Background: an optimization exercise with open tools, aiming at small area, a short achievable clock period and few clock cycles. Do not read the settings as production practice.
Where RTL was checked, it was by simulation tests only, not by an equivalence proof against the original.
No functional check of the RTL was part of runs 1 to 4.
Power figures rest on the tool's default switching activity, not on a simulated workload.

==> design.v <==
`timescale 1ns / 1ps
package clc_pkg;
    localparam int SAMPLE_W   = 16;
    localparam int CUR_W      = 16;
    localparam int STATUS_W   = 3;
    localparam int CFG_IDX_W  = 2;
    localparam int TDATA_IN_W = 16;
    localparam int TDATA_OUT_W = 8;
    localparam int MAX_SAMPLES_DEF = 1024;
    localparam int TOP_COUNT_DEF   = 3;
    localparam int QUEUE_DEPTH     = 2;
    localparam logic [CUR_W-1:0] RATED_RESET = 16'd1000;
    localparam logic [CUR_W-1:0] MINW_RESET  = 16'd200;
    localparam int OFF_LIMIT_MA = 100;
    localparam int OVER_NUM     = 5;
    localparam int OVER_DEN     = 4;
    localparam logic MODE_PEAK = 1'b0;
    localparam logic MODE_MEAN = 1'b1;
    typedef enum logic [STATUS_W-1:0] {
        ST_NORMAL  = 3'd0,
        ST_OVER    = 3'd1,
        ST_UNDER   = 3'd2,
        ST_OFF     = 3'd3,
        ST_INVALID = 3'd4
    } status_t;
    typedef enum logic [CFG_IDX_W-1:0] {
        CFG_RATED = 2'd0,
        CFG_MINW  = 2'd1,
        CFG_MODE  = 2'd2
    } cfg_index_t;
    function automatic integer cnt_width(input integer max_samples);
        cnt_width = $clog2(max_samples + 1);
    endfunction
    function automatic integer sum_width(input integer max_samples);
        sum_width = cnt_width(max_samples) + SAMPLE_W - 1;
    endfunction
    function automatic integer entry_width(input integer max_samples, input integer top_count);
        entry_width = sum_width(max_samples) + cnt_width(max_samples) + top_count * SAMPLE_W;
    endfunction
    function automatic logic [SAMPLE_W-1:0] mag16(input logic [SAMPLE_W-1:0] v);
        mag16 = v[SAMPLE_W-1] ? (~v + 1'b1) : v;
    endfunction
endpackage
`timescale 1ns / 1ps
module current_level_classifier #(
    parameter int MAX_SAMPLES = clc_pkg::MAX_SAMPLES_DEF,
    parameter int TOP_COUNT   = clc_pkg::TOP_COUNT_DEF
) (
    input  logic                              aclk,
    input  logic                              aresetn,
    input  logic                              s_tvalid,
    output logic                              s_tready,
    input  logic [clc_pkg::TDATA_IN_W-1:0]    s_tdata,    
    input  logic                              s_tuser,    
    input  logic                              s_tlast,
    output logic                              m_tvalid,
    input  logic                              m_tready,
    output logic [clc_pkg::TDATA_OUT_W-1:0]   m_tdata,    
    input  logic                              cfg_valid,
    output logic                              cfg_ready,
    input  logic [clc_pkg::CFG_IDX_W-1:0]     cfg_index,
    input  logic [clc_pkg::CUR_W-1:0]         cfg_data
);
    localparam bit IREG = 1'b1;
    logic [15:0] rated_reg, minw_reg;
    logic        mode_reg;
    assign cfg_ready = 1'b1;
    always_ff @(posedge aclk) begin
        if (!aresetn) begin
            rated_reg <= 16'd1000;
            minw_reg  <= 16'd200;
            mode_reg  <= 1'b0;
        end else if (cfg_valid) begin
            if (cfg_index == 2'd0) rated_reg <= cfg_data;
            if (cfg_index == 2'd1) minw_reg  <= cfg_data;
            if (cfg_index == 2'd2) mode_reg  <= cfg_data[0];
        end
    end
    wire peak = !mode_reg;
    logic        pend_reg;       
    logic        bv_reg;         
    logic        out_v_reg;
    logic [2:0]  out_st_reg;
    logic [10:0] cnt_reg;
    logic [53:0] acc_reg;
    wire out_acc = !out_v_reg || m_tready;
    wire c_free  = peak ? (!bv_reg || !out_v_reg) : (!pend_reg || !out_v_reg);
    wire pend_go = pend_reg && c_free;
    logic        b_v;            
    logic [15:0] b_d;
    logic        b_u, b_l;
    generate
        if (IREG) begin : g_ireg
            logic        iv_reg, iu_reg, il_reg;
            logic [15:0] id_reg;
            assign s_tready = !iv_reg || c_free;
            always_ff @(posedge aclk) begin
                if (!aresetn) begin
                    iv_reg <= 1'b0;
                end else if (s_tready) begin
                    iv_reg <= s_tvalid;
                end
            end
            always_ff @(posedge aclk) begin
                if (s_tready) begin
                    id_reg <= s_tdata;
                    iu_reg <= s_tuser;
                    il_reg <= s_tlast;
                end
            end
            assign b_v = iv_reg && c_free;
            assign b_d = id_reg;
            assign b_u = iu_reg;
            assign b_l = il_reg;
        end else begin : g_noireg
            assign s_tready = c_free;
            assign b_v = s_tvalid && s_tready;
            assign b_d = s_tdata;
            assign b_u = s_tuser;
            assign b_l = s_tlast;
        end
    endgenerate
    wire [10:0] cb  = pend_reg ? 11'd0 : cnt_reg;    
    wire        add = b_v && b_u && !(cnt_reg[10] && !pend_reg);
    wire signed [15:0] v  = b_d;
    wire        [14:0] vu = b_d[14:0] ^ {15{b_d[15]}};   
    wire               vs = b_d[15];
    wire [15:0] v_sm = {vs, vu};
    wire [15:0] t0 = acc_reg[15:0];
    wire [15:0] t1 = acc_reg[31:16];
    wire [15:0] t2 = acc_reg[47:32];
    wire signed [15:0] t0_raw = {t0[15], t0[14:0] ^ {15{t0[15]}}};
    wire signed [15:0] t1_raw = {t1[15], t1[14:0] ^ {15{t1[15]}}};
    wire signed [15:0] t2_raw = {t2[15], t2[14:0] ^ {15{t2[15]}}};
    logic f1_reg, f2_reg, f3_reg;
    wire cb_ge1 = !pend_reg && f1_reg;
    wire cb_ge2 = !pend_reg && f2_reg;
    wire cb_ge3 = !pend_reg && f3_reg;
    wire ge0 = cb_ge1 && (t0_raw >= v);
    wire ge1 = cb_ge2 && (t1_raw >= v);
    wire ge2 = cb_ge3 && (t2_raw >= v);
    wire hold2 = ge2 || !cb_ge2;
    wire [15:0] t0_ins = ge0 ? t0 : v_sm;
    wire [15:0] t1_ins = ge1 ? t1 : (ge0 ? v_sm : t0);
    wire [15:0] t2_ins = hold2 ? t2 : (ge1 ? v_sm : t1);
    wire [26:0] dr = acc_reg[26:0];
    wire [26:0] dm = acc_reg[53:27];
    wire        first = !cb_ge1;
    logic [5:0] cyr_reg, cym_reg;
    logic [26:0] dr_ins, dm_ins;
    logic [5:0]  cyr_ins, cym_ins;
    clc_csacc u_accr (.d(dr), .cy(cyr_reg), .first(first), .vu(vu), .vs(vs),
                      .cur(rated_reg), .d_new(dr_ins), .cy_new(cyr_ins));
    clc_csacc u_accm (.d(dm), .cy(cym_reg), .first(first), .vu(vu), .vs(vs),
                      .cur(minw_reg), .d_new(dm_ins), .cy_new(cym_ins));
    always_ff @(posedge aclk) begin
        if (add && !peak) begin
            cyr_reg <= cyr_ins;
            cym_reg <= cym_ins;
        end
    end
    wire dr_neg, dm_neg;
    clc_cssign u_sgnr (.d(dr), .cy(cyr_reg), .neg(dr_neg));
    clc_cssign u_sgnm (.d(dm), .cy(cym_reg), .neg(dm_neg));
    wire n_ge2 = f2_reg;
    wire n_ge3 = f3_reg;
    wire [1:0]  k_c = f3_reg ? 2'd3 : {f2_reg, f1_reg && !f2_reg};
    wire        s0 = t0[15];
    wire        s1 = t1[15] & n_ge2;
    wire        s2 = t2[15] & n_ge3;
    wire [17:0] x0 = {3'd0, t0[14:0]};
    wire [17:0] x1 = {3'd0, t1[14:0] & {15{n_ge2}}};
    wire [17:0] x2 = {3'd0, t2[14:0] & {15{n_ge3}}};
    wire [17:0] ts1 = x0 ^ x1 ^ x2;
    wire [17:0] tc1 = {(x0[16:0] & x1[16:0]) | (x0[16:0] & x2[16:0]) | (x1[16:0] & x2[16:0]), s0};
    wire [17:0] ts2 = ts1 ^ tc1 ^ {17'd0, s1};
    wire [17:0] tc2 = {(ts1[16:0] & tc1[16:0]) | (ts1[16:0] & {16'd0, s1}) | (tc1[16:0] & {16'd0, s1}), s2};
    wire [17:0] tsum = ts2 + tc2;
    logic [53:0] acc_next;
    always_comb begin
        acc_next = acc_reg;
        if (peak) begin
            if (add) begin
                acc_next[15:0]  = t0_ins;
                acc_next[31:16] = t1_ins;
                acc_next[47:32] = t2_ins;
            end
            if (pend_go) begin
                acc_next[49:32] = tsum;
                acc_next[51:50] = k_c;
            end
        end else if (add) begin
            acc_next[26:0]  = dr_ins;
            acc_next[53:27] = dm_ins;
        end
    end
    always_ff @(posedge aclk) begin
        acc_reg <= acc_next;
    end
    always_ff @(posedge aclk) begin
        if (!aresetn) begin
            cnt_reg  <= 11'd0;
            f1_reg   <= 1'b0;
            f2_reg   <= 1'b0;
            f3_reg   <= 1'b0;
            pend_reg <= 1'b0;
        end else if (!pend_reg || pend_go) begin
            cnt_reg  <= cb + {10'd0, add};
            f1_reg   <= cb_ge1 || add;
            f2_reg   <= cb_ge2 || (cb_ge1 && add);
            f3_reg   <= cb_ge3 || (cb_ge2 && add);
            pend_reg <= b_v && b_l;
        end
    end
    logic [2:0] st_mean;
    always_comb begin
        if (!f1_reg)            st_mean = 3'd4;
        else if (!dr_neg)       st_mean = 3'd1;
        else if (!dm_neg)       st_mean = 3'd0;
        else                    st_mean = 3'd2;
    end
    wire [17:0] tb_t = acc_reg[49:32];
    wire [1:0]  tb_k = acc_reg[51:50];
    logic [21:0] xa, xb, xc, xd, xs1, xc1, xs2, xc2;
    logic [19:0] ya, yb, yc, ys1, yc1;
    logic        kx, ky, x_neg, y_neg;
    always_comb begin
        xa  = {2'd0, tb_t, 2'b00};
        xb  = {4'd0, tb_t};
        xc  = ~(tb_k[0] ? {4'd0, rated_reg, 2'b00} : 22'd0);
        xd  = ~(tb_k[1] ? {3'd0, rated_reg, 3'b000} : 22'd0);
        xs1 = xa ^ xb ^ xc;
        xc1 = {(xa[20:0] & xb[20:0]) | (xa[20:0] & xc[20:0]) | (xb[20:0] & xc[20:0]), 1'b1};
        xs2 = xs1 ^ xc1 ^ xd;
        xc2 = {(xs1[20:0] & xc1[20:0]) | (xs1[20:0] & xd[20:0]) | (xc1[20:0] & xd[20:0]), 1'b0};
        kx  = 1'b1;
        for (int i = 0; i < 21; i++) kx = (xs2[i] & xc2[i]) | (kx & (xs2[i] | xc2[i]));
        x_neg = xs2[21] ^ xc2[21] ^ kx;
        ya  = {2'd0, tb_t};
        yb  = ~(tb_k[0] ? {4'd0, minw_reg} : 20'd0);
        yc  = ~(tb_k[1] ? {3'd0, minw_reg, 1'b0} : 20'd0);
        ys1 = ya ^ yb ^ yc;
        yc1 = {(ya[18:0] & yb[18:0]) | (ya[18:0] & yc[18:0]) | (yb[18:0] & yc[18:0]), 1'b1};
        ky  = 1'b1;
        for (int i = 0; i < 19; i++) ky = (ys1[i] & yc1[i]) | (ky & (ys1[i] | yc1[i]));
        y_neg = ys1[19] ^ yc1[19] ^ ky;
    end
    wire        is_off  = (tb_k == 2'd1) ? (tb_t <= 18'd100) :
                          (tb_k == 2'd2) ? (tb_t <= 18'd200) : (tb_t <= 18'd300);
    logic [2:0] st_peak;
    always_comb begin
        if (rated_reg == 16'd0 || tb_k == 2'd0)        st_peak = 3'd4;
        else if (!x_neg)                          st_peak = 3'd1;
        else if (is_off)                               st_peak = 3'd3;
        else if (y_neg)                          st_peak = 3'd2;
        else                                           st_peak = 3'd0;
    end
    always_ff @(posedge aclk) begin
        if (!aresetn) begin
            bv_reg <= 1'b0;
        end else if (peak && pend_go) begin
            bv_reg <= 1'b1;
        end else if (out_acc) begin
            bv_reg <= 1'b0;
        end
    end
    always_ff @(posedge aclk) begin
        if (!aresetn) begin
            out_v_reg <= 1'b0;
        end else if (out_acc) begin
            out_v_reg <= peak ? bv_reg : pend_go;
        end
    end
    always_ff @(posedge aclk) begin
        if (out_acc) begin
            out_st_reg <= peak ? st_peak : st_mean;
        end
    end
    assign m_tvalid = out_v_reg;
    assign m_tdata  = {5'd0, out_st_reg};
endmodule
module clc_csacc (
    input  logic [26:0] d,
    input  logic [5:0]  cy,
    input  logic        first,
    input  logic [14:0] vu,        
    input  logic        vs,
    input  logic [15:0] cur,
    output logic [26:0] d_new,
    output logic [5:0]  cy_new
);
    logic [26:0] a, b, s;
    logic [27:0] c;
    logic        k;
    always_comb begin
        a = first ? 27'd0 : d;
        b = {11'h7ff, ~cur};
        c[0] = vs;
        for (int i = 0; i < 27; i++) begin
            logic x;
            x = (i < 15) ? vu[i] : 1'b0;
            s[i]   = a[i] ^ b[i] ^ x;
            c[i+1] = (a[i] & b[i]) | (a[i] & x) | (b[i] & x);
        end
        k = 1'b1;
        for (int i = 0; i < 27; i++) begin
            if (i > 0 && i % 4 == 0) begin
                cy_new[i/4 - 1] = k;
                k = first ? 1'b0 : cy[i/4 - 1];
            end
            d_new[i] = s[i] ^ c[i] ^ k;
            k = (s[i] & c[i]) | (s[i] & k) | (c[i] & k);
        end
    end
endmodule
module clc_cssign (
    input  logic [26:0] d,
    input  logic [5:0]  cy,
    output logic        neg
);
    logic r, inc1, inc2;
    always_comb begin
        r = 1'b0;
        for (int j = 1; j < 6; j++) begin
            r = ((&d[4*j +: 4]) & (cy[j-1] | r))
              | ((d[4*j +: 4] == 4'd14) & cy[j-1] & r);
        end
        inc1 = cy[5] ^ r;     
        inc2 = cy[5] & r;     
        neg = d[26] ^ ((&d[25:24] & (inc1 | inc2)) | (d[25] & !d[24] & inc2));
    end
endmodule
==> run.sh <==
#!/bin/bash
# synth_recipe.tcl (not shown) runs the flow's synth.tcl, then flattens the netlist and writes it again
# the make line also repeats each setting of config.mk as NAME=value (left out here)
make -C /OpenROAD-flow-scripts/flow DESIGN_CONFIG=/design/flow/config.mk WORK_HOME=/design/flow/orfs CLKGATE_MAP_FILE= SYNTH_SCRIPT=/design/flow/synth_recipe.tcl finish
==> config.mk <==
export PLATFORM = sky130hd
export DESIGN_NAME = current_level_classifier
export DESIGN_NICKNAME = current_level_classifier
export VERILOG_FILES = /design/flow/design.v
export SDC_FILE = /design/flow/constraint.sdc
export NUM_CORES = 4
export LEC_CHECK = 0
export CAP_MARGIN = 20
export CORE_MARGIN = 2
export CORE_UTILIZATION = 40
export SETUP_SLACK_MARGIN = 2.3
export SLEW_MARGIN = 20
==> constraint.sdc <==
create_clock -name core_clock -period 6.5 [get_ports {aclk}]
set_input_delay 1.3000 -clock core_clock [delete_from_list [all_inputs] [get_ports {aclk}]]
set_output_delay 1.3000 -clock core_clock [all_outputs]
set_load 0.01 [all_outputs]
==> results.ini, run 1 <==
[setup_path]
crit_path_end_kind = flip-flop
regToRegSetupSlack_ns = 2.47
r2r_cells = 14
arr_time_crit_path_ns = 4.22
worst-setup-path-type = flip-flop to flip-flop
startpoint_type = flip-flop
r2r_start = acc_reg[50]$_DFFE_PP_
max_fanout_on_critical_path = 37
worst_setup_path_startpoint = acc_reg[50]$_DFFE_PP_
worst_ep_required_time_ns = 6.68
r2r_end = out_st_reg[0]$_DFFE_PP_
critPathCapture = out_st_reg[0]$_DFFE_PP_

[timing]
totalNegativeSetupSlack_ns = 0
finalClockSkew_ns = 0.0109
drv_slew = 0
number_of_endpoints_with_negative_hold_slack_in_the_final_report = 0
worstMarginPinSlew_ns = 1.13
setup_violations = 0
period_needed_ns = 4.03
min_period_over_period_pct = 62.1
grt_setup_unrepaired = yes
final.setup.worst_slack_ns = 2.47
timing.slew.headroom_pct = 24.4
fmaxAchievable_mhz = 248

[die]
num_rows = 68
floorplan.die.height_um = 190
placeableCoreArea_mm2 = 0.0343
initial_core_util_pct = 40.4
floorplan.io_pins = 52
fp.dieArea_mm2 = 0.0361
die_width_um = 190

[routing]
detail_route.wl_per_cell_um = 21.4
vias_per_cell = 5.63
antenna_left = 0
drt_iter0_markers = 997
drt_drc_violations_left = 0
wl_um = 41900
vias = 11100
drt_first_pass_iters = 7

[power_and_ir_drop]
p_leak_nw = 6.19
ir_drop_uv = 174
power_density_mw_per_mm2 = 170

[synthesis]
syn_inst = 1460
netlist_top_cells_area = sky130_fd_sc_hd__fa_1, sky130_fd_sc_hd__edfxtp_1, sky130_fd_sc_hd__ha_1
synth_cell_types = 69
postSynth.asyncResetShare_pct = 0
synth_top_area_cell = sky130_fd_sc_hd__fa_1
synthFlopType = sky130_fd_sc_hd__edfxtp_1
synth.ff_latch_count = 138
ys_warn_count = 3
synth-seq-area-share_pct = 26.2
fraction_of_synthesized_cell_area_taken_by_the_top_area_cell_type_pct = 20.8
synth_most_common_cell = sky130_fd_sc_hd__nand2_1
synth_edf_count = 87
syn_avg_cell_area_um2 = 9.49
synth.top_cells.by_count = sky130_fd_sc_hd__nand2_1, sky130_fd_sc_hd__fa_1, sky130_fd_sc_hd__inv_1
syn-cell-area_mm2 = 0.0139

[placement]
post_place_setup_slack_ns = 2.01
dpl-instance-area_mm2 = 0.0148
place_hpwl_um = 31400
finalWeightedCongestion = 0.925
io_buffer_count = 45
dp_cells = 1911

[status]
status = no timing/DRC/antenna violations

[clock_network]
cts_max_level = 4
cts_tree = done
clk_root_buffer_cell = sky130_fd_sc_hd__clkbuf_16
clkLatencyLatePin_ns = 0.45
clock_sink_count = 138
holdBufCountCts = 0
path_clk_slew_ns = 0.07
cts.path.max_buffers = 2
numCtsBuffers = 17

[cells_and_area]
finish.net_count = 1774
seq_area_mm2 = 0.00364
stdcell_area_mm2 = 0.0156
syn2layout_area_growth_pct = 12.3
stdcell_count = 1964
fillers = 3245
flip_flop_count_of_the_largest_register_all_copies_and_words_added = 54
multi_input_comb_area_mm2 = 0.00955
antenna_cell_count = 0
final_layout_size_suffix_gt1_share_pct = 7.89

[grt]
grt_max_degree = 53
globalRouteTotalUtil_pct = 24.1
grt_pass1_wl_um = 65400
grt_pass1_vias = 11200
globalRoute.totalOverflow = 0
grt_antenna_before_repair = 1

[hold_path]
worstHoldStart = cnt_reg[9]$_SDFFE_PN0P_
worstHoldPathType = flip-flop to flip-flop

[run]
cap_viol_max_count = 0

==> through the flow <==
step           power (mW)  hold WS [ns]  util, %
2_1_floorplan        1.45         0.423        -
3_3_place_gp         1.65         0.444     43.1
3_5_place_dp         1.66         0.448     43.1
4_1_cts              2.65         0.463     44.8
5_1_grt              2.78         0.504     45.4
6_report             2.65         0.462     45.4
==> what timing repair did <==
| item | CTS | global route |
|---|---|---|
| buffers inserted | 2 | 19 |
| pin swaps | 0 | 9 |
| endpoints found under the setup margin | 5 | 23 |
| gates resized for setup | 4 | 14 |
==> placed cells by master, fill, tap and decap left out, types with 12 or more instances in the layout <==
cell type                           n
sky130_fd_sc_hd__nand3_1           33
sky130_fd_sc_hd__edfxtp_1          87
sky130_fd_sc_hd__mux2_2            16
sky130_fd_sc_hd__a21oi_1           61
sky130_fd_sc_hd__o21ai_0           42
sky130_fd_sc_hd__nor2_1            50
sky130_fd_sc_hd__ha_1              92
sky130_fd_sc_hd__dfxtp_1           48
sky130_fd_sc_hd__xnor2_1           15
sky130_fd_sc_hd__nor3_1            17
sky130_fd_sc_hd__mux2i_1           16
sky130_fd_sc_hd__buf_4             43
sky130_fd_sc_hd__clkdlybuf4s50_1   45
sky130_fd_sc_hd__nand4_1           12
sky130_fd_sc_hd__inv_1            116
sky130_fd_sc_hd__nand2_1          213
sky130_fd_sc_hd__xor2_1            59
sky130_fd_sc_hd__and2_1            83
sky130_fd_sc_hd__o21a_1            18
sky130_fd_sc_hd__and3_1            15
sky130_fd_sc_hd__a21o_1            12
sky130_fd_sc_hd__nor2b_1           19
sky130_fd_sc_hd__a21boi_0          30
sky130_fd_sc_hd__clkbuf_16         19
sky130_fd_sc_hd__fa_1             143
sky130_fd_sc_hd__a211oi_1          13
sky130_fd_sc_hd__o211ai_1          17
==> how the worst min path moves through the flow <==
stage | cells past startpoint | end
finish | 1 | cnt_reg[9]$_SDFFE_PN0P_
global route | 1 | cnt_reg[9]$_SDFFE_PN0P_
CTS | 1 | cnt_reg[9]$_SDFFE_PN0P_
detailed placement | 1 | cnt_reg[9]$_SDFFE_PN0P_
global placement | 1 | cnt_reg[9]$_SDFFE_PN0P_
floorplan | 1 | cnt_reg[9]$_SDFFE_PN0P_
==> cells by family (layout without fill, tap and decap cells) <==
group           count (synthesis)  after routing  share of synthesized area (%)
other cells                     2              6                         0.0542
fa+ha+maj                     242            242                           29.6
flops                         138            138                           26.2
mux                            32             32                           2.46
buf+inv                       192            237                           5.42
simple gates                  491            491                           17.1
compound gates                287            287                           14.3
xor+xnor                       76             76                           4.80
==> cell type report <==
cell class | count | share of cell area (%)
multi-input cells | 1134 | 61.4
inverters | 116 | 2.80
clock buffers | 22 | 3.19
flip-flops and latches | 138 | 23.4
well taps | 455 | 3.66
clock inverters | 10 | 0.483
repair buffers | 89 | 5.04
==> routing by layer <==
metal / GRT usage (%) / vias to the layer above / part of all wire [%]
met3: 4.45 / 86 / 6.6
met5: 0 / - / 0.031
li1: - / 5106 / -
met1: 31.4 / 5481 / 42
met2: 39.0 / 386 / 47
met4: 11.3 / 2 / 4.3
==> critical path, stage by stage (launching register included) <==
cell and delay (ns):
sky130_fd_sc_hd__edfxtp_1 0.34, sky130_fd_sc_hd__buf_6 0.27, sky130_fd_sc_hd__nand2_1 0.12, sky130_fd_sc_hd__fa_1 0.49, sky130_fd_sc_hd__inv_1 0.06, sky130_fd_sc_hd__fa_1 0.54, sky130_fd_sc_hd__a22o_1 0.15, sky130_fd_sc_hd__a2111oi_0 0.10
sky130_fd_sc_hd__o31ai_1 0.43, sky130_fd_sc_hd__o221ai_1 0.33, sky130_fd_sc_hd__a31oi_1 0.26, sky130_fd_sc_hd__nor2_1 0.08, sky130_fd_sc_hd__o21ai_0 0.32, sky130_fd_sc_hd__nand2b_1 0.12, sky130_fd_sc_hd__o2bb2ai_1 0.13
==> power breakdown <==
group / leakage [nW] / internal (mW) / switching [mW] / total [mW]
clock network: 0.280 / 0.549 / 0.442 / 0.991
registers: 1.24 / 0.970 / 0.0554 / 1.03
logic: 4.67 / 0.272 / 0.358 / 0.630
total: 6.19 / 1.79 / 0.855 / 2.65
==> inputs of run 2 (changes only) <==
--- a/config.mk
+++ b/config.mk
@@ -8,5 +8,5 @@
 export CAP_MARGIN = 20
 export CORE_MARGIN = 2
 export CORE_UTILIZATION = 40
-export SETUP_SLACK_MARGIN = 2.3
+export SETUP_SLACK_MARGIN = 2.0
 export SLEW_MARGIN = 20
==> run 2 against run 1 <==
- still clean on timing, DRC and antenna
- sequential power about the same
- combinational power decreased by 1%
- non-clock buffer count decreased by 19
- sequential share of layout area increased by 0.29 points
- largest cell class unchanged
==> results.ini, run 2 <==
[synthesis]
postSynth.asyncResetShare_pct = 0  ; unchanged
ys_warn_count = 3  ; unchanged
syn-cell-area_mm2 = 0.0139  ; unchanged
adder_cell_share_of_the_synthesized_area_pct = 29.6  ; unchanged
synth_edf_count = 87  ; unchanged
synthMuxAreaShare_pct = 2.46  ; unchanged
syn_inst = 1460  ; unchanged
synth_top_area_cell = sky130_fd_sc_hd__fa_1
synthFlopType = sky130_fd_sc_hd__edfxtp_1
yosys.area_share.simple_pct = 17.1  ; unchanged
synth.top_cells.by_count = sky130_fd_sc_hd__nand2_1, sky130_fd_sc_hd__fa_1, sky130_fd_sc_hd__inv_1
combinational_family_with_the_most_area_after_synthesis = adder cells
syn_avg_cell_area_um2 = 9.49  ; unchanged
synth_cell_types = 69  ; unchanged
synth.ff_latch_count = 138  ; unchanged
synth-compound-area-share_pct = 14.3  ; unchanged
fraction_of_synthesized_cell_area_taken_by_the_top_area_cell_type_pct = 20.8  ; unchanged
synthXorXnorAreaFrac_pct = 4.80  ; unchanged
synth_most_common_cell = sky130_fd_sc_hd__nand2_1
netlist_top_cells_area = sky130_fd_sc_hd__fa_1, sky130_fd_sc_hd__edfxtp_1, sky130_fd_sc_hd__ha_1
synth-seq-area-share_pct = 26.2  ; unchanged

[power_and_ir_drop]
ir_drop_uv = 174  ; +0.11%
design_power_total_mw = 2.64  ; -0.27%
p_leak_nw = 6.09  ; -1.7%
power_density_mw_per_mm2 = 172  ; +0.97%

[cells_and_area]
layout.cells.most_common = sky130_fd_sc_hd__nand2_1
final_layout_size_suffix_gt1_share_pct = 5.97  ; -1.9 points
finish.net_count = 1755  ; -1.1%
syn2layout_area_growth_pct = 10.9
seq_area_mm2 = 0.00364  ; unchanged
stdcell_count = 1945  ; -0.97%
multi_input_comb_area_mm2 = 0.00951  ; -0.47%
antenna_cell_count = 0  ; unchanged
final_util_pct = 44.8  ; -0.56 points
flip_flop_count_of_the_largest_register_all_copies_and_words_added = 54  ; unchanged
fillers = 3250  ; +0.15%
mostFrequentLayoutCells = sky130_fd_sc_hd__nand2_1, sky130_fd_sc_hd__fa_1, sky130_fd_sc_hd__inv_1

[routing]
drt_drc_violations_left = 0  ; unchanged
vias = 11000  ; -0.88%
antenna_left = 0  ; unchanged
detail_route.wl_per_cell_um = 21.4  ; +0.22%
vias_per_cell = 5.64  ; about the same
drt_first_pass_iters = 5  ; -2
drt_iter0_markers = 1025  ; +2.8%
wl_um = 41600  ; -0.75%

[hold_path]
worstHoldPathType = flip-flop to flip-flop

[setup_path]
worst_ep_required_time_ns = 6.79  ; +0.11 ns
startpoint_type = flip-flop
arr_time_crit_path_ns = 4.52  ; +0.30 ns
worst-setup-path-type = flip-flop to flip-flop
crit_path_end_kind = flip-flop
regToRegSetupSlack_ns = 2.27  ; -0.20 ns
max_fanout_on_critical_path = 5  ; -86%

[clock_network]
cts.path.max_buffers = 2  ; unchanged
cts_max_level = 4  ; unchanged
clock_sink_count = 138  ; unchanged
cts_tree = done
clkLatencyLatePin_ns = 0.46  ; about the same
numCtsBuffers = 17  ; unchanged
path_clk_slew_ns = 0.07  ; about the same
clk_root_buffer_cell = sky130_fd_sc_hd__clkbuf_16

[grt]
grt_pass1_wl_um = 65300  ; about the same
grt_antenna_before_repair = 1  ; unchanged
globalRoute.totalOverflow = 0  ; unchanged
grt_pass1_vias = 11200  ; -0.090%
globalRouteTotalUtil_pct = 24.1  ; about the same
grt_max_degree = 53  ; unchanged

[die]
die_width_um = 190  ; unchanged
floorplan.io_pins = 52  ; unchanged
fp.dieArea_mm2 = 0.0361  ; unchanged
num_rows = 68  ; unchanged
placeableCoreArea_mm2 = 0.0343  ; unchanged
initial_core_util_pct = 40.4  ; unchanged
floorplan.die.height_um = 190  ; unchanged

[placement]
io_buffer_count = 45  ; unchanged
finalWeightedCongestion = 0.925  ; unchanged
dp_cells = 1911  ; unchanged
place_hpwl_um = 31400  ; unchanged

[timing]
worstMarginPinSlew_ns = 1.12  ; -0.00596 ns
fmaxAchievable_mhz = 236  ; -4.7%
timing.slew.headroom_pct = 24.8  ; +0.40 points
drv_slew = 0  ; unchanged
setup_violations = 0  ; unchanged
period_needed_ns = 4.23  ; +0.198 ns
totalNegativeSetupSlack_ns = 0  ; unchanged
grt_setup_unrepaired = no
finalClockSkew_ns = 0.0127  ; +0.00176 ns
min_period_over_period_pct = 65.1  ; +3.0 points
number_of_endpoints_with_negative_hold_slack_in_the_final_report = 0  ; unchanged

[run]
cap_viol_max_count = 0  ; unchanged

[status]
status = no timing/DRC/antenna violations

-- run 2: critical path: stages, from the launching register on --
cell                        delay, ns
sky130_fd_sc_hd__edfxtp_1        0.46
sky130_fd_sc_hd__and2_1          0.21
sky130_fd_sc_hd__fa_1            0.48
sky130_fd_sc_hd__inv_1           0.05
sky130_fd_sc_hd__fa_1            0.43
sky130_fd_sc_hd__inv_1           0.08
sky130_fd_sc_hd__ha_1            0.15
sky130_fd_sc_hd__inv_1           0.06
sky130_fd_sc_hd__fa_1            0.42
sky130_fd_sc_hd__nor2b_1         0.17
sky130_fd_sc_hd__o21a_1          0.16
sky130_fd_sc_hd__o2111ai_1       0.16
sky130_fd_sc_hd__a21oi_1         0.17
sky130_fd_sc_hd__o21ai_0         0.13
sky130_fd_sc_hd__a211o_1         0.32
sky130_fd_sc_hd__nand3b_1        0.18
sky130_fd_sc_hd__a311o_1         0.35
sky130_fd_sc_hd__o211ai_1        0.09
-- run 2: logic make-up (layout without fill, tap and decap cells) --
logic type | after synthesis | in the layout
DFF | 138 | 138
buffers and inverters | 192 | 218
xor gates and xnor gates | 76 | 76
muxes | 32 | 32
AOI/OAI and AO/OA | 287 | 287
other | 2 | 6
adders and majority gates | 242 | 242
and+or+nand+nor | 491 | 491
-- run 2: what timing repair did --
item	4_1_cts	5_1_grt
resized for setup	0	5
hold buffers	0	0
endpoints found under the setup margin	0	5
buffers inserted	0	2
endpoints found under the hold margin	0	0
-- run 2: path summary, 6_finish.rpt --
path | endpoint | startpoint | cells after the start
worst max-delay path | acc_reg[46]$_DFFE_PP_ | acc_reg[16]$_DFFE_PP_ | 17
worst min register to register | cnt_reg[9]$_SDFFE_PN0P_ | cnt_reg[9]$_SDFFE_PN0P_ | 1
worst min-delay path | cnt_reg[9]$_SDFFE_PN0P_ | cnt_reg[9]$_SDFFE_PN0P_ | 1
worst max register to register | acc_reg[46]$_DFFE_PP_ | acc_reg[16]$_DFFE_PP_ | 17
-- run 2: where the power goes --
part	internal (mW)	leakage, nW	switching [mW]
logic	0.268	4.57	0.353
registers	0.970	1.24	0.0577
clock network	0.549	0.280	0.441
total	1.79	6.09	0.852
-- run 2: metal layers --
layer	routed length, um	part of all wire (%)	global-route usage, %
met1	17800	43	31.4
met2	19600	47	39.0
met3	2490	6.0	4.45
met4	1790	4.3	11.3
met5	13	0.031	0
-- run 2: final cells by class --
cell class / count / area share [%]
tap: 455 / 3.70
sequential: 138 / 23.7
clock inverter: 10 / 0.489
timing repair buffer: 70 / 4.15
multi-input combinational: 1134 / 61.9
inverter: 116 / 2.83
clock buffer: 22 / 3.23
-- run 2: metrics by stage --
| stage | hold WS, ns | setup WS, ns | cell area (um2) |
|---|---|---|---|
| 2_1_floorplan | 0.423 | 2.39 | 13900 |
| 6_report | 0.463 | 2.27 | 15400 |
| 5_1_grt | 0.504 | 2.00 | 15400 |
| 4_1_cts | 0.463 | 2.00 | 15300 |
| 3_3_place_gp | 0.444 | 2.05 | 14800 |
| 3_5_place_dp | 0.448 | 2.01 | 14800 |
==> inputs of run 3 (changes only) <==
--- a/design.v
+++ b/design.v
@@ -81,7 +81,8 @@
     logic        bv_reg;         
     logic        out_v_reg;
     logic [2:0]  out_st_reg;
-    logic [10:0] cnt_reg;
+    logic [9:0]  lf_reg;         
+    logic        full_reg;       
     logic [53:0] acc_reg;
     wire out_acc = !out_v_reg || m_tready;
     wire c_free  = peak ? (!bv_reg || !out_v_reg) : (!pend_reg || !out_v_reg);
@@ -120,8 +121,7 @@
             assign b_l = s_tlast;
         end
     endgenerate
-    wire [10:0] cb  = pend_reg ? 11'd0 : cnt_reg;    
-    wire        add = b_v && b_u && !(cnt_reg[10] && !pend_reg);
+    wire        add = b_v && b_u && !(full_reg && !pend_reg);
     wire signed [15:0] v  = b_d;
     wire        [14:0] vu = b_d[14:0] ^ {15{b_d[15]}};   
     wire               vs = b_d[15];
@@ -197,15 +197,22 @@
     always_ff @(posedge aclk) begin
         acc_reg <= acc_next;
     end
+    localparam logic [9:0] LF_SEED = 10'd1;
+    wire [9:0] lf_step = {lf_reg[8:0], lf_reg[9] ^ lf_reg[6]};
+    always_ff @(posedge aclk) begin
+        if (add) begin
+            lf_reg <= cb_ge1 ? lf_step : LF_SEED;
+        end
+    end
     always_ff @(posedge aclk) begin
         if (!aresetn) begin
-            cnt_reg  <= 11'd0;
+            full_reg <= 1'b0;
             f1_reg   <= 1'b0;
             f2_reg   <= 1'b0;
             f3_reg   <= 1'b0;
             pend_reg <= 1'b0;
         end else if (!pend_reg || pend_go) begin
-            cnt_reg  <= cb + {10'd0, add};
+            full_reg <= add ? (cb_ge1 && lf_step == LF_SEED) : (!pend_reg && full_reg);
             f1_reg   <= cb_ge1 || add;
             f2_reg   <= cb_ge2 || (cb_ge1 && add);
             f3_reg   <= cb_ge3 || (cb_ge2 && add);
==> flow/run.sh (new file) <==
#!/bin/bash
set -o pipefail
export BUFFER_PORTS_ARGS="-buffer_cell sky130_fd_sc_hd__buf_1"
bash standard.sh > standard.log 2>&1
==> standard.sh (new file) <==
#!/bin/bash
# synth_recipe.tcl (not shown) runs the flow's synth.tcl, then flattens the netlist and writes it again
# the make line also repeats each setting of config.mk as NAME=value (left out here)
make -C /OpenROAD-flow-scripts/flow DESIGN_CONFIG=/design/flow/config.mk WORK_HOME=/design/flow/orfs CLKGATE_MAP_FILE= SYNTH_SCRIPT=/design/flow/synth_recipe.tcl "${@:-finish}"
--- a/config.mk
+++ b/config.mk
@@ -8,5 +8,5 @@
 export CAP_MARGIN = 20
 export CORE_MARGIN = 2
 export CORE_UTILIZATION = 40
-export SETUP_SLACK_MARGIN = 2.0
+export SETUP_SLACK_MARGIN = 2.4
 export SLEW_MARGIN = 20
removed: run.sh
==> run 3 against run 2 <==
- synthesized cell count decreased by 6.9%
- sequential power about the same
- critical path type unchanged
- power decreased by 0.37%
- die area decreased by 2.0%
- first-iteration DRC count decreased by 18%
- still clean
- fmax about the same
- non-clock buffer count increased by 22
- hold slack improved by 0.044 ns
==> results.ini, run 3 <==
[synthesis]
fraction_of_synthesized_cell_area_taken_by_the_top_area_cell_type_pct = 21.5  ; +0.66 points
synthFlopType = sky130_fd_sc_hd__edfxtp_1
netlist_top_cells_area = sky130_fd_sc_hd__edfxtp_1, sky130_fd_sc_hd__fa_1, sky130_fd_sc_hd__ha_1
adder_cell_share_of_the_synthesized_area_pct = 29.9  ; +0.36 points
synth_top_area_cell = sky130_fd_sc_hd__edfxtp_1
ys_warn_count = 3  ; unchanged
synth_most_common_cell = sky130_fd_sc_hd__nand2_1
yosys.area_share.simple_pct = 15.8  ; -1.3 points
postSynth.asyncResetShare_pct = 0  ; unchanged
synth-compound-area-share_pct = 13.8  ; -0.53 points
synth_cell_types = 90  ; +30%
syn_avg_cell_area_um2 = 9.98  ; +5.2%
synthXorXnorAreaFrac_pct = 4.58  ; -0.22 points
synth.top_cells.by_count = sky130_fd_sc_hd__nand2_1, sky130_fd_sc_hd__fa_1, sky130_fd_sc_hd__inv_1
synth_edf_count = 97  ; +11%
syn_inst = 1359  ; -6.9%
synthMuxAreaShare_pct = 2.35  ; -0.10 points
syn-cell-area_mm2 = 0.0136  ; -2.1%
synth.ff_latch_count = 138  ; unchanged
synth-seq-area-share_pct = 27.5  ; +1.3 points
combinational_family_with_the_most_area_after_synthesis = adder cells

[clock_network]
clkLatencyLatePin_ns = 0.44  ; -0.02 ns
cts.path.max_buffers = 2  ; unchanged
clock_sink_count = 138  ; unchanged
cts_max_level = 4  ; unchanged
path_clk_slew_ns = 0.07  ; about the same
numCtsBuffers = 17  ; unchanged
clk_root_buffer_cell = sky130_fd_sc_hd__clkbuf_16
cts_tree = done
holdBufCountCts = 0  ; unchanged

[power_and_ir_drop]
power.clock.fraction_pct = 38.7  ; +1.2 points
pwr-share-comb_pct = 22.2  ; -1.3 points
seq_power_share_pct = 39.2  ; +0.3 points
p_leak_nw = 6.09  ; about the same
power.internal_mw = 1.82  ; +1.7%
power.switching_fraction_pct = 30.9  ; -1.4 points
design_power_total_mw = 2.63  ; -0.37%
switchingPower_uw = 811  ; -4.7%
power_density_mw_per_mm2 = 174  ; +1.2%
ir_drop_uv = 155  ; -11%

[cells_and_area]
syn2layout_area_growth_pct = 11.5
finish.net_count = 1680  ; -4.3%
seq_area_mm2 = 0.00375  ; +2.8%
flip_flop_count_of_the_largest_register_all_copies_and_words_added = 54  ; unchanged
fillers = 3192  ; -1.8%
final_layout_size_suffix_gt1_share_pct = 10.2  ; +4.3 points
multi_input_comb_area_mm2 = 0.00919  ; -3.3%
mostFrequentLayoutCells = sky130_fd_sc_hd__nand2_1, sky130_fd_sc_hd__fa_1, sky130_fd_sc_hd__inv_1
layout.cells.most_common = sky130_fd_sc_hd__nand2_1
antenna_cell_count = 0  ; unchanged

[timing]
min_period_over_period_pct = 65.1  ; about the same
fmaxAchievable_mhz = 236  ; about the same
finalClockSkew_ns = 0.0150  ; +0.00235 ns
worstMarginPinSlew_ns = 1.21  ; +0.0841 ns
period_needed_ns = 4.23  ; -0.00259 ns
number_of_endpoints_with_negative_hold_slack_in_the_final_report = 0  ; unchanged
timing.slew.headroom_pct = 19.5  ; -5.3 points
setup_violations = 0  ; unchanged
grt_setup_unrepaired = yes
drv_slew = 0  ; unchanged
totalNegativeSetupSlack_ns = 0  ; unchanged

[setup_path]
worst_ep_required_time_ns = 6.70  ; -0.09 ns
worst-setup-path-type = flip-flop to flip-flop
critPathCapture = acc_reg[47]$_DFFE_PP_
worst_setup_path_startpoint = acc_reg[32]$_DFFE_PP_
r2r_end = acc_reg[47]$_DFFE_PP_
crit_path_end_kind = flip-flop
arr_time_crit_path_ns = 4.43  ; -0.09 ns
r2r_start = acc_reg[32]$_DFFE_PP_
startpoint_type = flip-flop
max_fanout_on_critical_path = 3  ; -2
r2r_cells = 15  ; -2
regToRegSetupSlack_ns = 2.27  ; about the same

[die]
floorplan.io_pins = 52  ; unchanged
num_rows = 67  ; -1.5%
die_width_um = 188  ; -1.0%
initial_core_util_pct = 40.6  ; +0.16 points
placeableCoreArea_mm2 = 0.0334  ; -2.4%
fp.dieArea_mm2 = 0.0354  ; -2.0%
floorplan.die.height_um = 188  ; -1.0%

[routing]
detail_route.wl_per_cell_um = 21.6  ; +0.73%
drt_drc_violations_left = 0  ; unchanged
vias = 10500  ; -4.2%
wl_um = 40200  ; -3.4%
antenna_left = 0  ; unchanged
drt_first_pass_iters = 5  ; unchanged
drt_iter0_markers = 840  ; -18%
vias_per_cell = 5.63  ; about the same

[placement]
finalWeightedCongestion = 0.924  ; about the same
io_buffer_count = 45  ; unchanged
place_hpwl_um = 29800  ; -5.2%

[run]
cap_viol_max_count = 0  ; unchanged

[grt]
grt_pass1_vias = 10600  ; -5.3%
globalRoute.totalOverflow = 0  ; unchanged
grt_max_degree = 80  ; +51%
grt_antenna_before_repair = 0  ; -1
grt_pass1_wl_um = 62200  ; -4.7%
globalRouteTotalUtil_pct = 23.3  ; -0.89 points

[status]
status = no timing/DRC/antenna violations

[hold_path]
worstHoldPathType = flip-flop to flip-flop

run 3: changes by cell type in the layout (fill, tap and decap cells not counted), sizes merged, moves of 11 or more:
cell	delta
a2111oi	+15
a211oi	-11
a21oi	-15
a221oi	+13
a311o	-11
buf	+67
clkdlybuf4s50	-45
nand2	-25
nand3	-18
run 3: layer usage:
metal	part of all wire, %	wire (um)	vias up	GRT usage (%)
met4	4.1	1640	0	10.2
met1	43	17100	5219	31.1
met5	0	0	-	0
met2	47	19000	397	37.9
met3	6.1	2440	95	2.98
li1	-	-	4796	-
run 3: worst min-delay path by stage:
stage,startpoint,endpoint,cells past startpoint
3_5_place_dp,bv_reg$_SDFFE_PN0P_,bv_reg$_SDFFE_PN0P_,2
3_3_place_gp,bv_reg$_SDFFE_PN0P_,bv_reg$_SDFFE_PN0P_,2
6_report,g_ireg.iv_reg$_SDFFE_PN0P_,pend_reg$_SDFFE_PN0P_,2
2_1_floorplan,minw_reg[0]$_SDFFE_PN0P_,minw_reg[0]$_SDFFE_PN0P_,2
5_1_grt,g_ireg.iv_reg$_SDFFE_PN0P_,pend_reg$_SDFFE_PN0P_,2
4_1_cts,bv_reg$_SDFFE_PN0P_,bv_reg$_SDFFE_PN0P_,2
run 3: worst max-delay path, stage by stage, from the launching register on:
cell	delay [ns]
sky130_fd_sc_hd__edfxtp_1	0.46
sky130_fd_sc_hd__and2_4	0.20
sky130_fd_sc_hd__fa_1	0.51
sky130_fd_sc_hd__inv_1	0.05
sky130_fd_sc_hd__fa_2	0.52
sky130_fd_sc_hd__inv_2	0.04
sky130_fd_sc_hd__ha_4	0.16
sky130_fd_sc_hd__buf_12	0.12
sky130_fd_sc_hd__a21oi_4	0.17
sky130_fd_sc_hd__o22ai_2	0.11
sky130_fd_sc_hd__or4_4	0.57
sky130_fd_sc_hd__a31oi_4	0.24
sky130_fd_sc_hd__o2111ai_4	0.17
sky130_fd_sc_hd__a221oi_2	0.28
sky130_fd_sc_hd__xnor2_1	0.11
sky130_fd_sc_hd__o221a_1	0.26
run 3: final cells by class:
class	count	area share (%)
Sequential cell	138	24.8
Tap cell	448	3.71
Inverter	122	3.05
Timing Repair Buffer	92	3.75
Clock inverter	7	0.314
Multi-Input combinational cell	1033	60.8
Clock buffer	25	3.65
run 3: what timing repair did:
action,in CTS,in global routing
setup buffers,13,18
pin swaps,2,14
cloned,1,0
endpoints found under the setup margin,51,11
gates resized for setup,10,27
run 3: cells by family after synthesis:
family / Yosys count
compound gates: 252
buf+inv: 193
mux: 30
flops: 138
xor+xnor: 71
fa+ha+maj: 239
simple gates: 434
other cells: 2
run 3: per-stage QoR:
stage	setup WS, ns	instance area, um2	hold WS (ns)	std cells	utilization (%)
after floorplan	2.18	13600	0.465	1363	-
after global placement	1.92	14100	0.488	1801	42.2
after detailed placement	1.81	14100	0.495	1801	42.2
after CTS	2.37	14900	0.514	1847	44.5
after global routing	2.10	15100	0.536	1865	45.2
final	2.27	15100	0.506	1865	45.2
run 3: power by group through the flow:
| stage | sequential, mW | clock [mW] | combinational, mW |
|---|---|---|---|
| after floorplan | 1.02 | 0 | 0.411 |
| after global placement | 1.05 | 0 | 0.544 |
| after detailed placement | 1.05 | 0 | 0.560 |
| after CTS | 1.03 | 1.03 | 0.573 |
| after global routing | 1.03 | 1.06 | 0.665 |
| final | 1.03 | 1.02 | 0.583 |
==> inputs of run 4 (changes only) <==
--- a/design.v
+++ b/design.v
@@ -88,7 +88,7 @@
     wire c_free  = peak ? (!bv_reg || !out_v_reg) : (!pend_reg || !out_v_reg);
     wire pend_go = pend_reg && c_free;
     logic        b_v;            
-    logic [15:0] b_d;
+    logic [15:0] b_d;            
     logic        b_u, b_l;
     generate
         if (IREG) begin : g_ireg
@@ -104,7 +104,7 @@
             end
             always_ff @(posedge aclk) begin
                 if (s_tready) begin
-                    id_reg <= s_tdata;
+                    id_reg <= {s_tdata[15], s_tdata[14:0] ^ {15{s_tdata[15]}}};
                     iu_reg <= s_tuser;
                     il_reg <= s_tlast;
                 end
@@ -116,29 +116,29 @@
         end else begin : g_noireg
             assign s_tready = c_free;
             assign b_v = s_tvalid && s_tready;
-            assign b_d = s_tdata;
+            assign b_d = {s_tdata[15], s_tdata[14:0] ^ {15{s_tdata[15]}}};
             assign b_u = s_tuser;
             assign b_l = s_tlast;
         end
     endgenerate
     wire        add = b_v && b_u && !(full_reg && !pend_reg);
-    wire signed [15:0] v  = b_d;
-    wire        [14:0] vu = b_d[14:0] ^ {15{b_d[15]}};   
+    wire        [14:0] vu = b_d[14:0];
     wire               vs = b_d[15];
     wire [15:0] v_sm = {vs, vu};
     wire [15:0] t0 = acc_reg[15:0];
     wire [15:0] t1 = acc_reg[31:16];
     wire [15:0] t2 = acc_reg[47:32];
-    wire signed [15:0] t0_raw = {t0[15], t0[14:0] ^ {15{t0[15]}}};
-    wire signed [15:0] t1_raw = {t1[15], t1[14:0] ^ {15{t1[15]}}};
-    wire signed [15:0] t2_raw = {t2[15], t2[14:0] ^ {15{t2[15]}}};
+    wire t0_ge, t1_ge, t2_ge;
+    clc_smge u_ge0 (.a(t0), .b(v_sm), .ge(t0_ge));
+    clc_smge u_ge1 (.a(t1), .b(v_sm), .ge(t1_ge));
+    clc_smge u_ge2 (.a(t2), .b(v_sm), .ge(t2_ge));
     logic f1_reg, f2_reg, f3_reg;
     wire cb_ge1 = !pend_reg && f1_reg;
     wire cb_ge2 = !pend_reg && f2_reg;
     wire cb_ge3 = !pend_reg && f3_reg;
-    wire ge0 = cb_ge1 && (t0_raw >= v);
-    wire ge1 = cb_ge2 && (t1_raw >= v);
-    wire ge2 = cb_ge3 && (t2_raw >= v);
+    wire ge0 = cb_ge1 && t0_ge;
+    wire ge1 = cb_ge2 && t1_ge;
+    wire ge2 = cb_ge3 && t2_ge;
     wire hold2 = ge2 || !cb_ge2;
     wire [15:0] t0_ins = ge0 ? t0 : v_sm;
     wire [15:0] t1_ins = ge1 ? t1 : (ge0 ? v_sm : t0);
@@ -337,3 +337,35 @@
         neg = d[26] ^ ((&d[25:24] & (inc1 | inc2)) | (d[25] & !d[24] & inc2));
     end
 endmodule
+module clc_smge (
+    input  logic [15:0] a,
+    input  logic [15:0] b,
+    output logic        ge
+);
+    logic [15:0] g0, e0;
+    logic [7:0]  g1, e1;
+    logic [3:0]  g2, e2;
+    logic [1:0]  g3, e3;
+    logic        gt, eq;
+    always_comb begin
+        g0 = {1'b0, a[14:0] & ~b[14:0]};
+        e0 = {1'b1, ~(a[14:0] ^ b[14:0])};
+        for (int i = 0; i < 8; i++) begin
+            g1[i] = g0[2*i+1] | (e0[2*i+1] & g0[2*i]);
+            e1[i] = e0[2*i+1] & e0[2*i];
+        end
+        for (int i = 0; i < 4; i++) begin
+            g2[i] = g1[2*i+1] | (e1[2*i+1] & g1[2*i]);
+            e2[i] = e1[2*i+1] & e1[2*i];
+        end
+        for (int i = 0; i < 2; i++) begin
+            g3[i] = g2[2*i+1] | (e2[2*i+1] & g2[2*i]);
+            e3[i] = e2[2*i+1] & e2[2*i];
+        end
+        gt = g3[1] | (e3[1] & g3[0]);
+        eq = e3[1] & e3[0];
+        if (a[15] != b[15]) ge = !a[15];
+        else if (a[15])     ge = !gt;
+        else                ge = gt | eq;
+    end
+endmodule
==> run.sh (new file) <==
#!/bin/bash
# synth_recipe.tcl (not shown) runs the flow's synth.tcl, then flattens the netlist and writes it again
# the make line also repeats each setting of config.mk as NAME=value (left out here)
make -C /OpenROAD-flow-scripts/flow DESIGN_CONFIG=/design/flow/config.mk WORK_HOME=/design/flow/orfs CLKGATE_MAP_FILE= SYNTH_SCRIPT=/design/flow/synth_recipe.tcl finish
--- a/config.mk
+++ b/config.mk
@@ -8,5 +8,6 @@
 export CAP_MARGIN = 20
 export CORE_MARGIN = 2
 export CORE_UTILIZATION = 40
+export CTS_BUF_LIST = sky130_fd_sc_hd__clkbuf_8
 export SETUP_SLACK_MARGIN = 2.4
 export SLEW_MARGIN = 20
removed: flow/run.sh
removed: standard.sh
==> run 4 against run 3 <==
- worst setup slack better by 0.23 ns
- combinational power is 5.3% higher
- core utilization is 0.23 points lower
- sequential cell count stayed put
- power is 6.6% lower
- register-to-register slack better by 0.23 ns
- synthesized area is 2.3% lower
- clock-buffer cell count is 8 lower
- hold slack better by 0.0086 ns
- clock skew is 0.0040 ns higher
==> results.ini, run 4 <==
[status]
status = no timing/DRC/antenna violations

[timing]
finalClockSkew_ns = 0.0190  ; +0.00397 ns
drv_slew = 0  ; unchanged
fin_hold_ws_ns = 0.515  ; +0.00856 ns
totalNegativeSetupSlack_ns = 0  ; unchanged
worstMarginPinSlew_ns = 0.851  ; -0.357 ns
timing.slew.headroom_pct = 43.0  ; +24 points
number_of_endpoints_with_negative_hold_slack_in_the_final_report = 0  ; unchanged
fmaxAchievable_mhz = 250  ; +5.8%
period_needed_ns = 4.00  ; -0.232 ns
grt_setup_unrepaired = yes
min_period_over_period_pct = 61.5  ; -3.6 points
setup_violations = 0  ; unchanged

[cells_and_area]
final_layout_size_suffix_gt1_share_pct = 5.94  ; -4.3 points
antenna_cell_count = 0  ; unchanged
layout.cells.most_common = sky130_fd_sc_hd__nand2_1
stdcell_area_mm2 = 0.0147  ; -3.0%
finish.net_count = 1669  ; -0.65%
flip_flop_count_of_the_largest_register_all_copies_and_words_added = 54  ; unchanged
syn2layout_area_growth_pct = 10.7
mostFrequentLayoutCells = sky130_fd_sc_hd__nand2_1, sky130_fd_sc_hd__fa_1, sky130_fd_sc_hd__inv_1

[setup_path]
cpMaxStageDelayCell = sky130_fd_sc_hd__fa_1
arr_time_crit_path_ns = 4.23  ; -0.20 ns
path_buf_inv = 3  ; unchanged
startpoint_type = flip-flop
worst_path_dominant_cell_family = compound AO/OA/AOI/OAI gates
r2r_cells = 15  ; unchanged
critical-path-max-stage-delay_ns = 0.57  ; about the same
r2r_start = acc_reg[0]$_DFFE_PP_
ordered_list_of_cells_on_the_worst_path = fa_1 > inv_1 > fa_1 > inv_1 > ha_1 > inv_1 > fa_1 > nor2b_1 > o31a_1 > o21a_1 > o41ai_4 > o21ai_1 > a21o_1 > a211oi_1 > a211oi_1
max_fanout_on_critical_path = 5  ; +2
crit_path_end_kind = flip-flop
worst_ep_required_time_ns = 6.73  ; +0.03 ns
worst-setup-path-type = flip-flop to flip-flop
regToRegSetupSlack_ns = 2.50  ; +0.23 ns
r2r_end = acc_reg[48]$_DFFE_PP_

[routing]
drt_iter0_markers = 954  ; +14%
detail_route.wl_per_cell_um = 21.3  ; -1.3%
vias_per_cell = 5.65  ; +0.28%
wl_um = 39500  ; -1.8%
vias = 10500  ; -0.26%
antenna_left = 0  ; unchanged
drt_first_pass_iters = 5  ; unchanged
drt_drc_violations_left = 0  ; unchanged

[grt]
globalRoute.totalOverflow = 0  ; unchanged
globalRouteTotalUtil_pct = 24.0  ; +0.80 points
grt_pass1_wl_um = 61100  ; -1.9%
grt_max_degree = 66  ; -18%
grt_antenna_before_repair = 0  ; unchanged
grt_pass1_vias = 10400  ; -2.0%

[power_and_ir_drop]
power_density_mw_per_mm2 = 167  ; -3.7%
p_leak_nw = 5.98  ; -1.8%
ir_drop_uv = 128  ; -17%

[die]
fp.dieArea_mm2 = 0.0346  ; -2.2%
floorplan.io_pins = 52  ; unchanged
placeableCoreArea_mm2 = 0.0326  ; -2.5%
num_rows = 66  ; -1.5%
initial_core_util_pct = 40.7  ; +0.084 points
floorplan.die.height_um = 186  ; -1.1%
die_width_um = 186  ; -1.1%

[synthesis]
ys_warn_count = 4  ; +1
synth-seq-area-share_pct = 28.2  ; +0.64 points
netlist_top_cells_area = sky130_fd_sc_hd__edfxtp_1, sky130_fd_sc_hd__fa_1, sky130_fd_sc_hd__ha_1
synth.top_cells.by_count = sky130_fd_sc_hd__nand2_1, sky130_fd_sc_hd__fa_1, sky130_fd_sc_hd__inv_1
synth_cell_types = 79  ; -12%
syn_avg_cell_area_um2 = 9.66  ; -3.2%
syn_inst = 1372  ; +0.96%
synth_top_area_cell = sky130_fd_sc_hd__edfxtp_1
synth_most_common_cell = sky130_fd_sc_hd__nand2_1
postSynth.asyncResetShare_pct = 0  ; unchanged
synth_edf_count = 97  ; unchanged
synth.ff_latch_count = 138  ; unchanged
fraction_of_synthesized_cell_area_taken_by_the_top_area_cell_type_pct = 22.0  ; +0.50 points
synthFlopType = sky130_fd_sc_hd__edfxtp_1
syn-cell-area_mm2 = 0.0133  ; -2.3%

[clock_network]
path_clk_slew_ns = 0.09  ; +0.02 ns
holdBufCountCts = 0  ; unchanged
cts_max_level = 4  ; unchanged
clock_sink_count = 138  ; unchanged
clk_root_buffer_cell = sky130_fd_sc_hd__clkbuf_8
numCtsBuffers = 17  ; unchanged
cts.path.max_buffers = 2  ; unchanged
cts_tree = done
clkLatencyLatePin_ns = 0.49  ; +0.05 ns

[hold_path]
worst_hold_path.endpoint = pend_reg$_SDFFE_PN0P_
hold_depth = 2  ; unchanged
worstHoldPathType = flip-flop to flip-flop
worstHoldStart = g_ireg.iv_reg$_SDFFE_PN0P_

[placement]
finalWeightedCongestion = 0.938  ; +1.5%
io_buffer_count = 45  ; unchanged
dpl-instance-area_mm2 = 0.0141  ; -0.20%
place_hpwl_um = 29600  ; -0.67%

[run]
cap_viol_max_count = 0  ; unchanged

[run 4: worst max path at each step]
stage	from	endpoint	slack, ns	cells after the start
6_report	acc_reg[0]$_DFFE_PP_	acc_reg[48]$_DFFE_PP_	2.50	15
3_3_place_gp	pend_reg$_SDFFE_PN0P_	acc_reg[30]$_DFFE_PP_	2.10	11
2_1_floorplan	pend_reg$_SDFFE_PN0P_	acc_reg[42]$_DFFE_PP_	2.42	15
5_1_grt	acc_reg[32]$_DFFE_PP_	acc_reg[48]$_DFFE_PP_	2.28	16
3_5_place_dp	pend_reg$_SDFFE_PN0P_	acc_reg[30]$_DFFE_PP_	1.98	11
4_1_cts	f3_reg$_SDFFE_PN0P_	acc_reg[48]$_DFFE_PP_	2.37	16
[run 4: worst register-to-register path, delay by kind of cell, from the launching register on]
family                     cells  cell delay (ns)
DFF                            1             0.53
buffers and inverters          3             0.18
adders and majority gates      4             1.44
and+or+nand+nor                1             0.07
AOI/OAI and AO/OA              7             1.54
[run 4: logic make-up (layout without fill, tap and decap cells)]
kind of cell	Yosys count	count (layout)	synth area share [%]
AND/OR/NAND/NOR	483	484	17.3
adder cells (fa/ha/maj)	231	231	29.9
buffers and inverters	194	230	6.07
AO/OA/AOI/OAI	273	273	15.0
flip-flops	138	138	28.2
XOR/XNOR	32	32	2.11
other	2	6	0.0566
multiplexers	19	19	1.44
[run 4: layout make-up]
cell class,instances,area [um2]
Clock buffer,17,234
Fill cell,3148,17900
Sequential cell,138,3750
Tap cell,442,553
Multi-Input combinational cell,1045,8800
Timing Repair Buffer,72,682
Clock inverter,15,185
Inverter,126,473
[run 4: per-layer routing]
layer / up-vias / global-route usage (%) / part of all wire, %
met2: 392 / 37.9 / 46
met5: - / 0 / 0
met4: 0 / 11.4 / 4.7
li1: 4787 / - / -
met3: 95 / 5.34 / 6.8
met1: 5206 / 31.4 / 42
[run 4: through the flow]
stage / power [mW] / utilization [%] / cells / setup slack [ns]
floorplan: 1.47 / - / 1376 / 2.42
global placement: 1.66 / 43.2 / 1809 / 2.10
detailed placement: 1.68 / 43.2 / 1809 / 1.98
CTS: 2.46 / 44.7 / 1848 / 2.37
global route: 2.59 / 45.0 / 1855 / 2.28
finish: 2.46 / 45.0 / 1855 / 2.50
[run 4: timing repair]
action                                  CTS  global route
endpoints found under the setup margin   33            26
endpoints found under the hold margin     0             0
cloned                                    1             0
buffers inserted                          6             7
resized for setup                         5             9
[run 4: power by group]
part	leakage, nW	internal [mW]	switching (mW)	total (mW)
clock network	0.213	0.411	0.375	0.786
registers	1.26	0.986	0.0690	1.06
logic	4.51	0.263	0.351	0.614
total	5.98	1.66	0.795	2.46
==> inputs of run 5 (changes only) <==
--- a/design.v
+++ b/design.v
@@ -176,23 +176,25 @@
     wire [17:0] ts2 = ts1 ^ tc1 ^ {17'd0, s1};
     wire [17:0] tc2 = {(ts1[16:0] & tc1[16:0]) | (ts1[16:0] & {16'd0, s1}) | (tc1[16:0] & {16'd0, s1}), s2};
     wire [17:0] tsum = ts2 + tc2;
+    wire sel_mn = !peak && add;
+    wire sel_pk = peak && add;
+    wire sel_t  = peak && pend_go;
     logic [53:0] acc_next;
     always_comb begin
         acc_next = acc_reg;
-        if (peak) begin
-            if (add) begin
-                acc_next[15:0]  = t0_ins;
-                acc_next[31:16] = t1_ins;
-                acc_next[47:32] = t2_ins;
-            end
-            if (pend_go) begin
-                acc_next[49:32] = tsum;
-                acc_next[51:50] = k_c;
-            end
-        end else if (add) begin
+        if (sel_mn) begin
             acc_next[26:0]  = dr_ins;
             acc_next[53:27] = dm_ins;
         end
+        if (sel_pk) begin
+            acc_next[15:0]  = t0_ins;
+            acc_next[31:16] = t1_ins;
+            acc_next[47:32] = t2_ins;
+        end
+        if (sel_t) begin
+            acc_next[49:32] = tsum;
+            acc_next[51:50] = k_c;
+        end
     end
     always_ff @(posedge aclk) begin
         acc_reg <= acc_next;
--- a/config.mk
+++ b/config.mk
@@ -8,6 +8,5 @@
 export CAP_MARGIN = 20
 export CORE_MARGIN = 2
 export CORE_UTILIZATION = 40
-export CTS_BUF_LIST = sky130_fd_sc_hd__clkbuf_8
 export SETUP_SLACK_MARGIN = 2.4
 export SLEW_MARGIN = 20
==> run 5 against run 4 <==
- sequential cell count is the same
- clock power up 31%
- register-to-register slack got worse by 0.04 ns
- global-route usage up 0.25 points
- fmax fell by 0.95%
- critical path depth increased by 2
- combinational power grew 15%
- non-clock buffer count up 15
- highest routed layer unchanged
==> results.ini, run 5 <==
[synthesis]
netlist_top_cells_area = sky130_fd_sc_hd__edfxtp_1, sky130_fd_sc_hd__fa_1, sky130_fd_sc_hd__ha_1
postSynth.asyncResetShare_pct = 0  ; unchanged
syn_avg_cell_area_um2 = 9.80  ; +1.4%
synth_top_area_cell = sky130_fd_sc_hd__edfxtp_1
synth_cell_types = 79  ; unchanged
synth_most_common_cell = sky130_fd_sc_hd__nand2_1
fraction_of_synthesized_cell_area_taken_by_the_top_area_cell_type_pct = 22.7  ; +0.73 points
synth_edf_count = 97  ; unchanged
syn-cell-area_mm2 = 0.0128  ; -3.2%
ys_warn_count = 4  ; unchanged
synth.top_cells.by_count = sky130_fd_sc_hd__nand2_1, sky130_fd_sc_hd__fa_1, sky130_fd_sc_hd__inv_1
synth.ff_latch_count = 138  ; unchanged
synth-seq-area-share_pct = 29.1  ; +0.94 points
syn_inst = 1309  ; -4.6%
synthFlopType = sky130_fd_sc_hd__edfxtp_1

[setup_path]
worst_ep_required_time_ns = 6.70  ; -0.03 ns
worst_setup_path_startpoint = acc_reg[32]$_DFFE_PP_
critPathCapture = acc_reg[48]$_DFFE_PP_
arr_time_crit_path_ns = 4.23  ; about the same
r2r_start = acc_reg[32]$_DFFE_PP_
r2r_end = acc_reg[48]$_DFFE_PP_
regToRegSetupSlack_ns = 2.46  ; -0.04 ns
worst-setup-path-type = flip-flop to flip-flop
crit_path_end_kind = flip-flop
max_fanout_on_critical_path = 3  ; -2
startpoint_type = flip-flop
r2r_cells = 17  ; +2

[timing]
drv_slew = 0  ; unchanged
fmaxAchievable_mhz = 248  ; -0.95%
min_period_over_period_pct = 62.1  ; +0.59 points
totalNegativeSetupSlack_ns = 0  ; unchanged
finalClockSkew_ns = 0.0247  ; +0.00576 ns
worstMarginPinSlew_ns = 1.14  ; +0.289 ns
period_needed_ns = 4.04  ; +0.0383 ns
number_of_endpoints_with_negative_hold_slack_in_the_final_report = 0  ; unchanged
setup_violations = 0  ; unchanged
timing.slew.headroom_pct = 24.0  ; -19 points
grt_setup_unrepaired = yes

[grt]
grt_antenna_before_repair = 0  ; unchanged
grt_pass1_wl_um = 60500  ; -1.0%
globalRouteTotalUtil_pct = 24.3  ; +0.25 points
grt_pass1_vias = 10000  ; -3.2%
grt_max_degree = 88  ; +33%
globalRoute.totalOverflow = 0  ; unchanged

[cells_and_area]
final_layout_size_suffix_gt1_share_pct = 9.10  ; +3.2 points
mostFrequentLayoutCells = sky130_fd_sc_hd__nand2_1, sky130_fd_sc_hd__fa_1, sky130_fd_sc_hd__inv_1
flip_flop_count_of_the_largest_register_all_copies_and_words_added = 54  ; unchanged
stdcell_count = 1776  ; -4.3%
syn2layout_area_growth_pct = 13.5
fillers = 3002  ; -4.6%
finish.net_count = 1630  ; -2.3%
layout.cells.most_common = sky130_fd_sc_hd__nand2_1
antenna_cell_count = 0  ; unchanged

[placement]
dp_cells = 1716  ; -5.1%
finalWeightedCongestion = 0.934  ; -0.39%
place_hpwl_um = 29300  ; -1.1%
io_buffer_count = 45  ; unchanged

[die]
fp.dieArea_mm2 = 0.0335  ; -3.2%
die_width_um = 183  ; -1.6%
initial_core_util_pct = 40.7  ; about the same
num_rows = 65  ; -1.5%
floorplan.die.height_um = 183  ; -1.6%
floorplan.io_pins = 52  ; unchanged
placeableCoreArea_mm2 = 0.0316  ; -3.3%

[routing]
antenna_left = 0  ; unchanged
wl_um = 39000  ; -1.2%
drt_iter0_markers = 846  ; -11%
drt_first_pass_iters = 5  ; unchanged
drt_drc_violations_left = 0  ; unchanged
vias = 9998  ; -4.6%
detail_route.wl_per_cell_um = 22.0  ; +3.2%
vias_per_cell = 5.63  ; -0.36%

[run]
cap_viol_max_count = 0  ; unchanged

[status]
status = no timing/DRC/antenna violations

[clock_network]
cts_max_level = 4  ; unchanged
cts.path.max_buffers = 2  ; unchanged
clkLatencyLatePin_ns = 0.47  ; -0.02 ns
holdBufCountCts = 0  ; unchanged
cts_tree = done
path_clk_slew_ns = 0.07  ; -0.02 ns
clk_root_buffer_cell = sky130_fd_sc_hd__clkbuf_16
clock_sink_count = 138  ; unchanged
numCtsBuffers = 17  ; unchanged

[power_and_ir_drop]
power_density_mw_per_mm2 = 194  ; +16%
p_leak_nw = 5.94  ; -0.76%
ir_drop_uv = 190  ; +48%

[hold_path]
worstHoldPathType = flip-flop to flip-flop

==> run 5: cell types whose count changed in the layout (fill, tap and decap cells not counted), sizes merged, moves of 8 or more <==
cell / before / now
o22ai: 4 / 16
mux2i: 18 / 8
a221oi: 30 / 10
nand2b: 20 / 4
buf: 27 / 40
nor2b: 21 / 10
nor2: 66 / 57
a211oi: 6 / 15
nand2: 220 / 228
a311o: 15 / 0
==> run 5: final cells by class <==
cell class	instances	area, um2	share of cell area, %
Clock inverter	15	164	1.13
Inverter	117	439	3.01
Multi-Input combinational cell	1000	8500	58.3
Sequential cell	138	3740	25.7
Tap cell	402	503	3.45
Clock buffer	17	425	2.92
Timing Repair Buffer	87	795	5.45
==> run 5: metrics by stage <==
step / cell area (um2) / power (mW) / setup WS (ns) / hold WS, ns / utilization [%]
2_1_floorplan: 12900 / 1.56 / 2.39 / 0.465 / -
3_3_place_gp: 13700 / 1.78 / 1.92 / 0.486 / 43.4
3_5_place_dp: 13700 / 1.79 / 1.83 / 0.495 / 43.4
4_1_cts: 14300 / 2.82 / 2.36 / 0.506 / 45.4
5_1_grt: 14600 / 2.97 / 2.36 / 0.532 / 46.2
6_report: 14600 / 2.82 / 2.46 / 0.511 / 46.2
==> run 5: what timing repair did <==
item | in CTS | in global routing
gates cloned | 1 | 0
resized for setup | 6 | 19
pin swaps | 1 | 10
buffers inserted | 4 | 23
endpoints found under the setup margin | 14 | 9
==> run 5: logic make-up after synthesis <==
| logic type | share of synthesized area, % |
|---|---|
| compound gates | 13.9 |
| xor+xnor | 2.32 |
| fa+ha+maj | 31.3 |
| buf+inv | 5.49 |
| flops | 29.1 |
| mux | 0.887 |
| other cells | 0.0585 |
| simple gates | 17.0 |
==> run 5: worst min-delay path by stage <==
stage	start	end	slack (ns)	depth (start not counted)
final	bv_reg$_SDFFE_PN0P_	bv_reg$_SDFFE_PN0P_	0.51	2
after global routing	bv_reg$_SDFFE_PN0P_	bv_reg$_SDFFE_PN0P_	0.53	2
after CTS	bv_reg$_SDFFE_PN0P_	bv_reg$_SDFFE_PN0P_	0.51	2
after detailed placement	bv_reg$_SDFFE_PN0P_	bv_reg$_SDFFE_PN0P_	0.50	2
after global placement	bv_reg$_SDFFE_PN0P_	bv_reg$_SDFFE_PN0P_	0.49	2
after floorplan	minw_reg[15]$_SDFFE_PN0P_	minw_reg[15]$_SDFFE_PN0P_	0.47	2
==> run 5: report_power, final <==
group	total (mW)	switching [mW]	leakage (nW)	internal, mW
Sequential	1.09	0.0784	1.25	1.01
Clock	1.03	0.453	0.288	0.573
Combinational	0.706	0.401	4.40	0.304
==> run 5: metal layers <==
metal  track usage [%]  routed length, um
met1              33.9              17300
met4              7.87                951
met3              3.77               2650
met5                 0                  0
met2              38.9              18100
==> run 5: worst max-delay path, cell delays in order (launching register included) <==
cell and delay [ns]:
sky130_fd_sc_hd__edfxtp_1 0.42, sky130_fd_sc_hd__and2_4 0.17, sky130_fd_sc_hd__fa_1 0.49, sky130_fd_sc_hd__inv_1 0.05, sky130_fd_sc_hd__fa_1 0.47, sky130_fd_sc_hd__inv_1 0.04, sky130_fd_sc_hd__ha_2 0.17, sky130_fd_sc_hd__inv_2 0.05
sky130_fd_sc_hd__fa_2 0.19, sky130_fd_sc_hd__nor2b_1 0.05, sky130_fd_sc_hd__o21a_1 0.21, sky130_fd_sc_hd__o21ai_2 0.19, sky130_fd_sc_hd__a21o_1 0.20, sky130_fd_sc_hd__a211oi_4 0.09, sky130_fd_sc_hd__o41ai_2 0.37, sky130_fd_sc_hd__o21ai_1 0.14
sky130_fd_sc_hd__a2111oi_1 0.39, sky130_fd_sc_hd__nor2_1 0.07
Testbench counts of run 5, summed over its fixed seeds: cycles 36,491.
